What follows belongs to an exercise in optimizing a design on an open flow for small area, a short achievable clock period and few clock cycles per item; a production flow would make more cautious choices.
At most, simulation tests tie the RTL to the original design; equivalence was not proved.
Power is estimated from default activity; no workload was simulated.

==> flow/design.v (excerpt) <==
module radix_digit_emitter_unit (
  input  logic                         clk_i,
  input  logic                         rst_ni,
  input  logic                         cfg_valid_i,
  output logic                         cfg_ready_o,
  input  logic [rdx_pkg::CfgIdxW-1:0]  cfg_index_i,
  input  logic [rdx_pkg::CfgDataW-1:0] cfg_data_i,
  input  logic                         s_axis_tvalid,
  output logic                         s_axis_tready,
  input  logic [31:0]                  s_axis_tdata,    
  output logic                         m_axis_tvalid,
  input  logic                         m_axis_tready,
  output logic [7:0]                   m_axis_tdata,    
  output logic                         m_axis_tlast,
  output logic                         m_axis_tuser     
);
==> flow/config.mk <==
export PLATFORM = sky130hd
export DESIGN_NAME = radix_digit_emitter_unit
export DESIGN_NICKNAME = radix_digit_emitter_unit
export VERILOG_FILES = /design/flow/design.v
export SDC_FILE = /design/flow/constraint.sdc
export NUM_CORES = 4
export LEC_CHECK = 0
export CAP_MARGIN = 20
export CORE_MARGIN = 2
export CORE_UTILIZATION = 40
export SLEW_MARGIN = 20
==> flow/constraint.sdc <==
create_clock -name core_clock -period 12.0 [get_ports {clk_i}]
set_input_delay 2.4000 -clock core_clock [delete_from_list [all_inputs] [get_ports {clk_i}]]
set_output_delay 2.4000 -clock core_clock [all_outputs]
set_load 0.01 [all_outputs]
run.sh (not shown) runs the stock make flow with config.mk's settings and CLKGATE_MAP_FILE= SYNTH_SCRIPT=/design/flow/synth_recipe.tcl, a recipe that flattens the netlist after the stock synthesis.
==> next run, changes <==
ABC_CLOCK_PERIOD_IN_PS = 3000   (was default)
Outcome:
- power is unchanged
- routed wire length does not change
- core utilization does not change
Function was not checked in any run of this note: the RTL went through the layout flow alone.


radix_digit_emitter_unit, a different RTL version from the one above (not shown whole).
Size: ~510 flip-flops, roughly 120 I/O pins, about 30,000 µm² of cells after synthesis.
clock: 12.0 ns
lec_check: 0
abc_area: 1
cap_margin: 20
core_margin: 2
core_utilization: 40
slew_margin: 20
standard.sh (not shown) runs the stock make flow with config.mk's settings and CLKGATE_MAP_FILE= SYNTH_SCRIPT=/design/flow/synth_recipe.tcl, a recipe that flattens the netlist after the stock synthesis.
==> flow/flow/run.sh <==
#!/bin/bash
# Layout: the standard flow (standard.sh), unchanged in its steps, with
# two settings passed to it:
#  - SETUP_SLACK_MARGIN=9.3: the resizer's setup repair keeps working until the
#    paths have 9.3 ns of slack at the design's 12 ns clock (about 2.7 ns), so the
#    layout is timed for speed although it is signed off at 12 ns as usual.
#  - BUFFER_PORTS_ARGS: every input and output port still gets its own
#    buffer, as in the standard flow, but a buf_2 instead of the delay cell
#    the flow picks by default.
# The clock, constraints, floorplan, power grid and all other steps are the
# standard ones. All tool output goes to standard.log and the ORFS logs.
cp standard.sh standard.sh.log 2>/dev/null
export SETUP_SLACK_MARGIN=9.3
export BUFFER_PORTS_ARGS="-buffer_cell sky130_fd_sc_hd__buf_2"
bash standard.sh > standard.log 2>&1
Testbench counts at the start, summed over its fixed seeds: cycles 32,215, items 2,304.
Edit:
==> flow/flow/run.sh (replaced) <==
#!/bin/bash
# Layout: the standard flow (standard.sh), unchanged in its steps, with
# two settings passed to it:
#  - SETUP_SLACK_MARGIN=9: the resizer's setup repair keeps working until the
#    paths have 9 ns of slack at the design's 12 ns clock (about 3 ns), so the
#    layout is timed for speed although it is signed off at 12 ns as usual.
#  - BUFFER_PORTS_ARGS: every input and output port still gets its own
#    buffer, as in the standard flow, but a buf_2 instead of the delay cell
#    the flow picks by default.
# The clock, constraints, floorplan, power grid and all other steps are the
# standard ones. All tool output goes to standard.log and the ORFS logs.
cp standard.sh standard.sh.log 2>/dev/null
export SETUP_SLACK_MARGIN=9
export BUFFER_PORTS_ARGS="-buffer_cell sky130_fd_sc_hd__buf_2"
bash standard.sh > standard.log 2>&1
Effect: The changed run produced a clean layout. Wire length shrinks by a little under a tenth. Die area does not change. Worst setup slack improved by 0.024 ns. Clock skew stays flat. Utilization shrinks by 4.9 points. Clock-buffer cell count grows by 10. Sequential power is about the same. Synthesized cell count does not change. Combinational power shrinks by about a fifth. Area after synthesis is unchanged.


## pine
radix_digit_emitter_unit, a different RTL version from the one above (not shown whole).
For scale: roughly 2,700 cells after synthesis, roughly 120 I/O pins.
clock: 12.0 ns
lec_check: 0
cap_margin: 20
core_margin: 2
core_utilization: 40
slew_margin: 20
==> flow/flow/run.sh <==
#!/bin/bash
# Layout: the standard flow, unchanged, with a tighter target for the
# resizer's setup repair. With SETUP_SLACK_MARGIN=8.5 repair_timing keeps
# working until the paths have 8.5 ns of slack at the design's 12 ns clock,
# i.e. until they fit in about 3.5 ns. The clock, constraints and every other
# step are the standard ones; the layout is signed off at 12 ns as usual.
cp standard.sh standard.sh.log 2>/dev/null
export SETUP_SLACK_MARGIN=8.5
bash standard.sh > standard.log 2>&1
pine: no failed stages, no open violations at the end
Testbench counts of pine, summed over its fixed seeds: cycles 31,790, items 2,304.
## Diff of input files: birch against pine
# pine
export LEC_CHECK = 0
export CAP_MARGIN = 20
export CORE_MARGIN = 2
export CORE_UTILIZATION = 40
export SLEW_MARGIN = 20
create_clock -name core_clock -period 12.0 [get_ports {clk_i}]
# birch
export LEC_CHECK = 0
export CAP_MARGIN = 20
export CORE_MARGIN = 2
export CORE_UTILIZATION = 50
export CTS_CLUSTER_DIAMETER = 60
export CTS_CLUSTER_SIZE = 30
export SLEW_MARGIN = 20
create_clock -name core_clock -period 12.0 [get_ports {clk_i}]
[summary]
birch falls short of pine in final critical-path required period.
Sum of net half-perimeters after detailed placement: birch vs pine — no meaningful difference
Sequential share of layout area: lower on birch
Share of final layout cell area taken by non-clock buffers on birch is up relative to pine.
The uppermost metal layer occupied by signal nets comes out met5 in one run and met4 in the other, namely in birch and pine respectively.
Share of total power in combinational logic: birch higher than pine
The higher number of clock-tree buffers in the layout came out of pine.
Between pine and birch, the final cell count is higher for pine.
Compared with pine, birch ends up with a larger final cell area.
The critical path depth number comes out lower for pine vs birch.
birch against pine: length in cells of the worst reg-to-reg path went up; worst setup slack went down.
birch finished every stage and its layout cleared the timing, design-rule and antenna checks.


## harbor
Another version of the RTL of radix_digit_emitter_unit (not shown whole).
Size in the first run: about 2600 cells after synthesis, ~510 flip-flops.
Settings: LEC_CHECK=0, CAP_MARGIN=20, CORE_MARGIN=2, CORE_UTILIZATION=40, SLEW_MARGIN=20; clock period 12.0 ns.
==> flow/flow/run.sh <==
#!/bin/bash
# Layout: the standard flow (standard.sh), unchanged in its steps, with
# two settings passed to it:
#  - SETUP_SLACK_MARGIN=8.5: the resizer's setup repair keeps working until the
#    paths have 8.5 ns of slack at the design's 12 ns clock (about 3.5 ns), so the
#    layout is timed for speed although it is signed off at 12 ns as usual.
#  - BUFFER_PORTS_ARGS: every input and output port still gets its own
#    buffer, as in the standard flow, but a buf_2 instead of the delay cell
#    the flow picks by default.
# The clock, constraints, floorplan, power grid and all other steps are the
# standard ones. All tool output goes to standard.log and the ORFS logs.
cp standard.sh standard.sh.log 2>/dev/null
export SETUP_SLACK_MARGIN=8.5
export BUFFER_PORTS_ARGS="-buffer_cell sky130_fd_sc_hd__buf_2"
bash standard.sh > standard.log 2>&1
harbor: flow completed, timing, DRC and antenna clean
Testbench counts of harbor, summed over its fixed seeds: cycles 32,215, items 2,304.
--- input diff harbor..lagoon ---
Settings: setting ABC_AREA to 1 for the first time.
==> flow/flow/run.sh <==
#!/bin/bash
# Layout: the standard flow (standard.sh), unchanged in its steps, with
# two settings passed to it:
#  - SETUP_SLACK_MARGIN=8.6: the resizer's setup repair keeps working until the
#    paths have 8.6 ns of slack at the design's 12 ns clock (about 3.4 ns), so the
#    layout is timed for speed although it is signed off at 12 ns as usual.
#  - BUFFER_PORTS_ARGS: every input and output port still gets its own
#    buffer, as in the standard flow, but a buf_2 instead of the delay cell
#    the flow picks by default.
# The clock, constraints, floorplan, power grid and all other steps are the
# standard ones. All tool output goes to standard.log and the ORFS logs.
cp standard.sh standard.sh.log 2>/dev/null
export SETUP_SLACK_MARGIN=8.6
export BUFFER_PORTS_ARGS="-buffer_cell sky130_fd_sc_hd__buf_2"
bash standard.sh > standard.log 2>&1
==> notes.md <==
- Summary: with harbor as the reference, combined area of the multi-input logic cells in lagoon moved down slightly.
- Compared harbor against lagoon; sequential cell count within noise.
- harbor → lagoon: count of clock-buffer cells in the layout climbed 2.7%, total wire length after detailed routing climbed 4.0%, share of total power in combinational logic climbed 1.7 points.


radix_digit_emitter_unit, a different RTL version from the one above (not shown whole).
For scale: ~3700 cells after synthesis.
clock: 12.0 ns
lec_check: 0
abc_area: 1
cap_margin: 20
core_margin: 2
core_utilization: 40
slew_margin: 20
==> flow/flow/run.sh <==
#!/bin/bash
# Layout: the standard flow (standard.sh), unchanged in its steps, with
# two settings passed to it:
#  - SETUP_SLACK_MARGIN=8.6: the resizer's setup repair keeps working until the
#    paths have 8.6 ns of slack at the design's 12 ns clock (about 3.4 ns), so the
#    layout is timed for speed although it is signed off at 12 ns as usual.
#  - BUFFER_PORTS_ARGS: every input and output port still gets its own
#    buffer, as in the standard flow, but a buf_2 instead of the delay cell
#    the flow picks by default.
# The clock, constraints, floorplan, power grid and all other steps are the
# standard ones. All tool output goes to standard.log and the ORFS logs.
cp standard.sh standard.sh.log 2>/dev/null
export SETUP_SLACK_MARGIN=8.6
export BUFFER_PORTS_ARGS="-buffer_cell sky130_fd_sc_hd__buf_2"
bash standard.sh > standard.log 2>&1
Testbench counts at the start, summed over its fixed seeds: cycles 32,169, items 2,304.
Then changed:
Settings changed: CTS_CLUSTER_DIAMETER from default to 150, CTS_CLUSTER_SIZE from default to 20.
=> Worst hold slack stays flat; cell count decreases by 0.77%; wire length decreases by 0.55%; clock-buffer cell count decreases by 30.

-- port drivers added, routing unchanged --
No port has a modelled driver above. Below, the same layouts with a new extraction and two added sets of constraints.
Step 1 (the two cells are an assumption about what drives the block):
set clk [get_ports {clk_i}]
set_driving_cell -lib_cell sky130_fd_sc_hd__clkbuf_16 $clk
set_driving_cell -lib_cell sky130_fd_sc_hd__buf_2 [delete_from_list [all_inputs] $clk]
Step 2 also shifts input and output timing later by t, the mid clock arrival at the registers, as if the neighbouring blocks saw the same clock.
a / b / c = ideal ports / drivers / drivers and shift; a / b = the first two.
run	t (ns)	setup slack, ns	clock arrival spread, ns	slew at the worst register clock pin (ns)
the first run of note 1	0.655	5.408 / 5.408 / 5.408	0.054 / 0.055	0.07 / 0.07
the second run of note 1	0.655	5.408 / 5.408 / 5.408	0.054 / 0.055	0.07 / 0.07
the first run of note 2	0.695	8.183 / 8.116 / 8.766	0.037 / 0.037	0.07 / 0.07
the second run of note 2	0.687	8.208 / 8.147 / 8.704	0.039 / 0.038	0.08 / 0.08
pine	0.691	8.270 / 8.212 / 8.279	0.055 / 0.055	0.07 / 0.07
birch	0.655	8.223 / 8.211 / 8.223	0.025 / 0.025	0.10 / 0.10
harbor	0.680	8.359 / 8.359 / 8.359	0.058 / 0.059	0.06 / 0.06
lagoon	0.667	8.469 / 8.405 / 8.781	0.026 / 0.026	0.07 / 0.07
the first run of note 5	0.673	8.457 / 8.392 / 8.053	0.032 / 0.031	0.06 / 0.06
the second run of note 5	0.661	8.436 / 8.370 / 8.054	0.039 / 0.039	0.10 / 0.10
After both steps setup and hold are still met in every run listed. For the first run of note 5, which loses most, drivers alone change the setup slack by -0.065 ns; drivers and shift together by -0.404 ns.
